This design comes from an exercise in tuning for small area and a short achievable clock period on the open sky130 flow, not from production work.
Function was checked by simulation only, so behaviour that the tests miss may differ from the original.

==> run R: inputs <==
Design alu_top, start of the top module:
module alu_top
#(
    parameter int INT_W  = alu_fx_pkg::INT_W_DEF,
    parameter int FRAC_W = alu_fx_pkg::FRAC_W_DEF,
    parameter int DATA_W = INT_W + FRAC_W
) (
    input  logic              i_clk,
    input  logic              i_rst_n,
    input  logic [DATA_W-1:0] i_data_a,
    input  logic [DATA_W-1:0] i_data_b,
    input  logic [alu_op_pkg::OP_W-1:0]   i_inst,
    output logic              o_busy,
    output logic              o_valid,
    output logic [DATA_W-1:0] o_data
);
    logic        exec;
    logic        sub;
    logic        rot;
    logic        lfsr;
    logic [15:0] m;
    logic [15:0] bq;
    logic [15:0] x;
    localparam int LOWK = 4;
    logic [LOWK-1:0]  s;
    logic [14-LOWK:0] r0;
    logic [14-LOWK:0] r1;
    logic        c10;
    logic        t25;
    logic        fits0;
    logic        fits1;
    logic        sgn;
    logic [15:0] rot_res;
    alu_decode u_decode (
        .i_clk    (i_clk),
        .i_rst_n  (i_rst_n),
  ...
Settings: LEC_CHECK=0, ABC_AREA=1, CAP_MARGIN=20, CORE_MARGIN=2, CORE_UTILIZATION=40, SLEW_MARGIN=20; clock period 10.0 ns.
standard.sh (not shown) runs the stock make flow with config.mk's settings and CLKGATE_MAP_FILE= SYNTH_SCRIPT=/design/flow/synth_recipe.tcl, a recipe that flattens the netlist after the stock synthesis.
==> flow/flow/run.sh <==
#!/bin/bash
# The standard layout (standard.sh: same synthesis, constraints, clock
# period and steps) with two of ORFS's own settings changed:
#  - every port still gets its buffer, but a sky130_fd_sc_hd__buf_2 instead
#    of the clkdlybuf4s50_1 that buffer_ports picks by default;
set -euo pipefail
bash standard.sh SETUP_SLACK_MARGIN=5.25 "BUFFER_PORTS_ARGS=-buffer_cell sky130_fd_sc_hd__buf_2" finish > standard_flow.log 2>&1
==> run C (differences from run R) <==
--- a/flow/design.v
+++ b/flow/design.v
@@ -94,13 +94,13 @@
 module alu_fx_arith (
     input  logic [15:0] a,
     input  logic [15:0] bq,
     input  logic [15:0] x,
     input  logic        sub,
-    output logic [3:0] o_s,
-    output logic [10:0] o_r0,
-    output logic [10:0] o_r1,
+    output logic [5:0] o_s,
+    output logic [8:0] o_r0,
+    output logic [8:0] o_r1,
     output logic        o_c10,
     output logic        o_t25,
     output logic        o_fits0,
     output logic        o_fits1,
     output logic        o_sgn
@@ -997,62 +997,78 @@
     logic lo_gg16, lo_pp16;
     assign lo_gg16 = lo_gg9 | (lo_pp9 & lo_gg13);
     assign lo_pp16 = lo_pp9 & lo_pp13;
     assign lo_c = {lo_gg16, lo_gg15, lo_gg14, lo_gg13, lo_gg12, lo_gg11, lo_gg10, lo_gg6, lo_gg5, lo_gg0, 1'b0};
     assign lo_s = lo_t ^ lo_c[9:0];
-    logic [3:0] md_g, md_t, md_s;
-    logic [4:0] md_c;
+    logic [5:0] md_g, md_t, md_s;
+    logic [6:0] md_c;
     assign md_g[0] = r0[10] & r1[10];
     assign md_t[0] = r0[10] ^ r1[10];
     assign md_g[1] = r0[11] & r1[11];
     assign md_t[1] = r0[11] ^ r1[11];
     assign md_g[2] = r0[12] & r1[12];
     assign md_t[2] = r0[12] ^ r1[12];
     assign md_g[3] = r0[13] & r1[13];
     assign md_t[3] = r0[13] ^ r1[13];
+    assign md_g[4] = r0[14] & r1[14];
+    assign md_t[4] = r0[14] ^ r1[14];
+    assign md_g[5] = r0[15] & r1[15];
+    assign md_t[5] = r0[15] ^ r1[15];
     logic md_gg0, md_pp0;
     assign md_gg0 = md_g[0] | (md_t[0] & lo_c[10]);
     assign md_pp0 = md_t[0] & 1'b0;
     logic md_gg1, md_pp1;
     assign md_gg1 = md_g[2] | (md_t[2] & md_g[1]);
     assign md_pp1 = md_t[2] & md_t[1];
     logic md_gg2, md_pp2;
-    assign md_gg2 = md_g[1] | (md_t[1] & md_gg0);
-    assign md_pp2 = md_t[1] & md_pp0;
+    assign md_gg2 = md_g[4] | (md_t[4] & md_g[3]);
+    assign md_pp2 = md_t[4] & md_t[3];
     logic md_gg3, md_pp3;
-    assign md_gg3 = md_gg1 | (md_pp1 & md_gg0);
-    assign md_pp3 = md_pp1 & md_pp0;
+    assign md_gg3 = md_g[1] | (md_t[1] & md_gg0);
+    assign md_pp3 = md_t[1] & md_pp0;
     logic md_gg4, md_pp4;
-    assign md_gg4 = md_g[3] | (md_t[3] & md_gg3);
-    assign md_pp4 = md_t[3] & md_pp3;
-    assign md_c = {md_gg4, md_gg3, md_gg2, md_gg0, lo_c[10]};
-    assign md_s = md_t ^ md_c[3:0];
+    assign md_gg4 = md_gg1 | (md_pp1 & md_gg0);
+    assign md_pp4 = md_pp1 & md_pp0;
+    logic md_gg5, md_pp5;
+    assign md_gg5 = md_g[5] | (md_t[5] & md_gg2);
+    assign md_pp5 = md_t[5] & md_pp2;
+    logic md_gg6, md_pp6;
+    assign md_gg6 = md_g[3] | (md_t[3] & md_gg4);
+    assign md_pp6 = md_t[3] & md_pp4;
+    logic md_gg7, md_pp7;
+    assign md_gg7 = md_gg2 | (md_pp2 & md_gg4);
+    assign md_pp7 = md_pp2 & md_pp4;
+    logic md_gg8, md_pp8;
+    assign md_gg8 = md_gg5 | (md_pp5 & md_gg4);
+    assign md_pp8 = md_pp5 & md_pp4;
+    assign md_c = {md_gg8, md_gg7, md_gg6, md_gg4, md_gg3, md_gg0, lo_c[10]};
+    assign md_s = md_t ^ md_c[5:0];
     assign o_s   = md_s;
-    assign o_c10 = md_c[4];    
-    assign o_r0  = r0[24:14];
-    assign o_r1  = r1[24:14];
+    assign o_c10 = md_c[6];    
+    assign o_r0  = r0[24:16];
+    assign o_r1  = r1[24:16];
     logic [6:0] hi0, hi1;
     assign hi0 = r0[31:25] + r1[31:25];
     assign hi1 = r0[31:25] + r1[31:25] + 7'd1;
     assign o_t25   = hi0[0];
     assign o_fits0 = (&hi0) | ~(|hi0);
     assign o_fits1 = (&hi1) | ~(|hi1);
     assign o_sgn   = hi0[6];
 endmodule
 module alu_fx_sat (
-    input  logic [3:0] s,
-    input  logic [10:0] r0,
-    input  logic [10:0] r1,
+    input  logic [5:0] s,
+    input  logic [8:0] r0,
+    input  logic [8:0] r1,
     input  logic        c10,
     input  logic        t25,
     input  logic        fits0,
     input  logic        fits1,
     input  logic        sgn,
     output logic [15:0] o_res
 );
-    logic [10:0] q_g, q_t, q_s;
-    logic [11:0] q_c;
+    logic [8:0] q_g, q_t, q_s;
+    logic [9:0] q_c;
     assign q_g[0] = r0[0] & r1[0];
     assign q_t[0] = r0[0] ^ r1[0];
     assign q_g[1] = r0[1] & r1[1];
     assign q_t[1] = r0[1] ^ r1[1];
     assign q_g[2] = r0[2] & r1[2];
@@ -1067,14 +1083,10 @@
     assign q_t[6] = r0[6] ^ r1[6];
     assign q_g[7] = r0[7] & r1[7];
     assign q_t[7] = r0[7] ^ r1[7];
     assign q_g[8] = r0[8] & r1[8];
     assign q_t[8] = r0[8] ^ r1[8];
-    assign q_g[9] = r0[9] & r1[9];
-    assign q_t[9] = r0[9] ^ r1[9];
-    assign q_g[10] = r0[10] & r1[10];
-    assign q_t[10] = r0[10] ^ r1[10];
     logic q_gg0, q_pp0;
     assign q_gg0 = q_g[0] | (q_t[0] & c10);
     assign q_pp0 = q_t[0] & 1'b0;
     logic q_gg1, q_pp1;
     assign q_gg1 = q_g[2] | (q_t[2] & q_g[1]);
@@ -1087,59 +1099,44 @@
     assign q_pp3 = q_t[6] & q_t[5];
     logic q_gg4, q_pp4;
     assign q_gg4 = q_g[8] | (q_t[8] & q_g[7]);
     assign q_pp4 = q_t[8] & q_t[7];
     logic q_gg5, q_pp5;
-    assign q_gg5 = q_g[10] | (q_t[10] & q_g[9]);
-    assign q_pp5 = q_t[10] & q_t[9];
+    assign q_gg5 = q_g[1] | (q_t[1] & q_gg0);
+    assign q_pp5 = q_t[1] & q_pp0;
     logic q_gg6, q_pp6;
-    assign q_gg6 = q_g[1] | (q_t[1] & q_gg0);
-    assign q_pp6 = q_t[1] & q_pp0;
+    assign q_gg6 = q_gg1 | (q_pp1 & q_gg0);
+    assign q_pp6 = q_pp1 & q_pp0;
     logic q_gg7, q_pp7;
-    assign q_gg7 = q_gg1 | (q_pp1 & q_gg0);
-    assign q_pp7 = q_pp1 & q_pp0;
+    assign q_gg7 = q_g[5] | (q_t[5] & q_gg2);
+    assign q_pp7 = q_t[5] & q_pp2;
     logic q_gg8, q_pp8;
-    assign q_gg8 = q_g[5] | (q_t[5] & q_gg2);
-    assign q_pp8 = q_t[5] & q_pp2;
+    assign q_gg8 = q_gg3 | (q_pp3 & q_gg2);
+    assign q_pp8 = q_pp3 & q_pp2;
     logic q_gg9, q_pp9;
-    assign q_gg9 = q_gg3 | (q_pp3 & q_gg2);
-    assign q_pp9 = q_pp3 & q_pp2;
+    assign q_gg9 = q_g[3] | (q_t[3] & q_gg6);
+    assign q_pp9 = q_t[3] & q_pp6;
     logic q_gg10, q_pp10;
-    assign q_gg10 = q_g[9] | (q_t[9] & q_gg4);
-    assign q_pp10 = q_t[9] & q_pp4;
+    assign q_gg10 = q_gg2 | (q_pp2 & q_gg6);
+    assign q_pp10 = q_pp2 & q_pp6;
     logic q_gg11, q_pp11;
-    assign q_gg11 = q_gg5 | (q_pp5 & q_gg4);
-    assign q_pp11 = q_pp5 & q_pp4;
+    assign q_gg11 = q_gg7 | (q_pp7 & q_gg6);
+    assign q_pp11 = q_pp7 & q_pp6;
     logic q_gg12, q_pp12;
-    assign q_gg12 = q_g[3] | (q_t[3] & q_gg7);
-    assign q_pp12 = q_t[3] & q_pp7;
+    assign q_gg12 = q_gg8 | (q_pp8 & q_gg6);
+    assign q_pp12 = q_pp8 & q_pp6;
     logic q_gg13, q_pp13;
-    assign q_gg13 = q_gg2 | (q_pp2 & q_gg7);
-    assign q_pp13 = q_pp2 & q_pp7;
+    assign q_gg13 = q_g[7] | (q_t[7] & q_gg12);
+    assign q_pp13 = q_t[7] & q_pp12;
     logic q_gg14, q_pp14;
-    assign q_gg14 = q_gg8 | (q_pp8 & q_gg7);
-    assign q_pp14 = q_pp8 & q_pp7;
-    logic q_gg15, q_pp15;
-    assign q_gg15 = q_gg9 | (q_pp9 & q_gg7);
-    assign q_pp15 = q_pp9 & q_pp7;
-    logic q_gg16, q_pp16;
-    assign q_gg16 = q_g[7] | (q_t[7] & q_gg15);
-    assign q_pp16 = q_t[7] & q_pp15;
-    logic q_gg17, q_pp17;
-    assign q_gg17 = q_gg4 | (q_pp4 & q_gg15);
-    assign q_pp17 = q_pp4 & q_pp15;
-    logic q_gg18, q_pp18;
-    assign q_gg18 = q_gg10 | (q_pp10 & q_gg15);
-    assign q_pp18 = q_pp10 & q_pp15;
-    logic q_gg19, q_pp19;
-    assign q_gg19 = q_gg11 | (q_pp11 & q_gg15);
-    assign q_pp19 = q_pp11 & q_pp15;
-    assign q_c = {q_gg19, q_gg18, q_gg17, q_gg16, q_gg15, q_gg14, q_gg13, q_gg12, q_gg7, q_gg6, q_gg0, c10};
-    assign q_s = q_t ^ q_c[10:0];
+    assign q_gg14 = q_gg4 | (q_pp4 & q_gg12);
+    assign q_pp14 = q_pp4 & q_pp12;
+    assign q_c = {q_gg14, q_gg13, q_gg12, q_gg11, q_gg10, q_gg9, q_gg6, q_gg5, q_gg0, c10};
+    assign q_s = q_t ^ q_c[8:0];
     logic fits;
-    assign fits = q_c[11] ? fits1 : fits0;
-    assign o_res = fits ? {t25 ^ q_c[11], q_s, s} : {sgn, {15{~sgn}}};
+    assign fits = q_c[9] ? fits1 : fits0;
+    assign o_res = fits ? {t25 ^ q_c[9], q_s, s} : {sgn, {15{~sgn}}};
 endmodule
 module alu_bit_ops (
     input  logic        i_lfsr,
     input  logic [7:0]  i_d,
     input  logic [15:0] i_val,
@@ -1243,11 +1240,11 @@
     logic        rot;
     logic        lfsr;
     logic [15:0] m;
     logic [15:0] bq;
     logic [15:0] x;
-    localparam int LOWK = 4;
+    localparam int LOWK = 6;
     logic [LOWK-1:0]  s;
     logic [14-LOWK:0] r0;
     logic [14-LOWK:0] r1;
     logic        c10;
     logic        t25;
==> flow/flow/run.sh (replaced) <==
#!/bin/bash
# The standard layout (standard.sh: same synthesis, constraints, clock
# period and steps) with two of ORFS's own settings changed:
#  - every port still gets its buffer, but a sky130_fd_sc_hd__buf_2 instead
#    of the clkdlybuf4s50_1 that buffer_ports picks by default;
set -euo pipefail
bash standard.sh SETUP_SLACK_MARGIN=5.5 "BUFFER_PORTS_ARGS=-buffer_cell sky130_fd_sc_hd__buf_2" finish > standard_flow.log 2>&1
--- a/flow/config.mk
+++ b/flow/config.mk
@@ -6,7 +6,7 @@
 export NUM_CORES = 4
 export LEC_CHECK = 0
 export ABC_AREA = 1
 export CAP_MARGIN = 20
 export CORE_MARGIN = 2
-export CORE_UTILIZATION = 40
+export CORE_UTILIZATION = 30
 export SLEW_MARGIN = 20
==> notes.md <==
first-pass GRT wire length 62.3 mm; Synth Area in Simple Gates 21.1%; status timing/DRC/antenna clean; fin crit share 45.3%; Hold Path Origin u_decode.state[0]; Slew headroom 31.5%; maximum vdd drop 0.000109 V; met2 GRT Util 31.3%
the above is filed under run C

==> notes.md <==
status timing/DRC/antenna clean; FFs w/ async S/R, synth 39.3%; Synth Area in Simple Gates 20.2%; Hold Path Origin u_decode.state[1]; met2 GRT Util 40.9%; Slew headroom 33.9%; fin crit share 47.4%; commonest non-fill, non-tap cell in the layout nand2_1; maximum vdd drop 0.0000964 V; first-pass GRT wire length 60.8 mm
the above is filed under run R

## re-timing with driven ports
In the flow no input, the clock included, has a driving cell. The finished layouts below were timed again as built, in two steps.
Step 1: set_driving_cell puts a clkbuf_16 on i_clk and a buf_2 on each other input, an assumption about the parent block.
Step 2 moves the port delays by t, midway between the first and last clock arrival at a register: inputs arrive t later, outputs are due t later. That takes back most of the time a late clock gives input paths.
Three values: no drivers, after step 1, after step 2; two values: the first two.
| run | t (ns) | setup WS [ns] | worst hold slack (ns) | latest minus earliest clock arrival (ns) | slew at the worst register clock pin (ns) |
|---|---|---|---|---|---|
| run R | 0.404 | 5.265 / 5.220 / 5.064 | 0.485 / 0.485 / 0.485 | 0.014 / 0.015 | 0.08 / 0.08 |
| run C | 0.400 | 5.472 / 5.425 / 5.225 | 0.474 / 0.474 / 0.474 | 0.015 / 0.016 | 0.08 / 0.08 |
After both steps every run listed still meets setup and hold. For run C, which loses most, drivers alone change the setup slack by -0.047 ns; drivers and shift together by -0.247 ns.
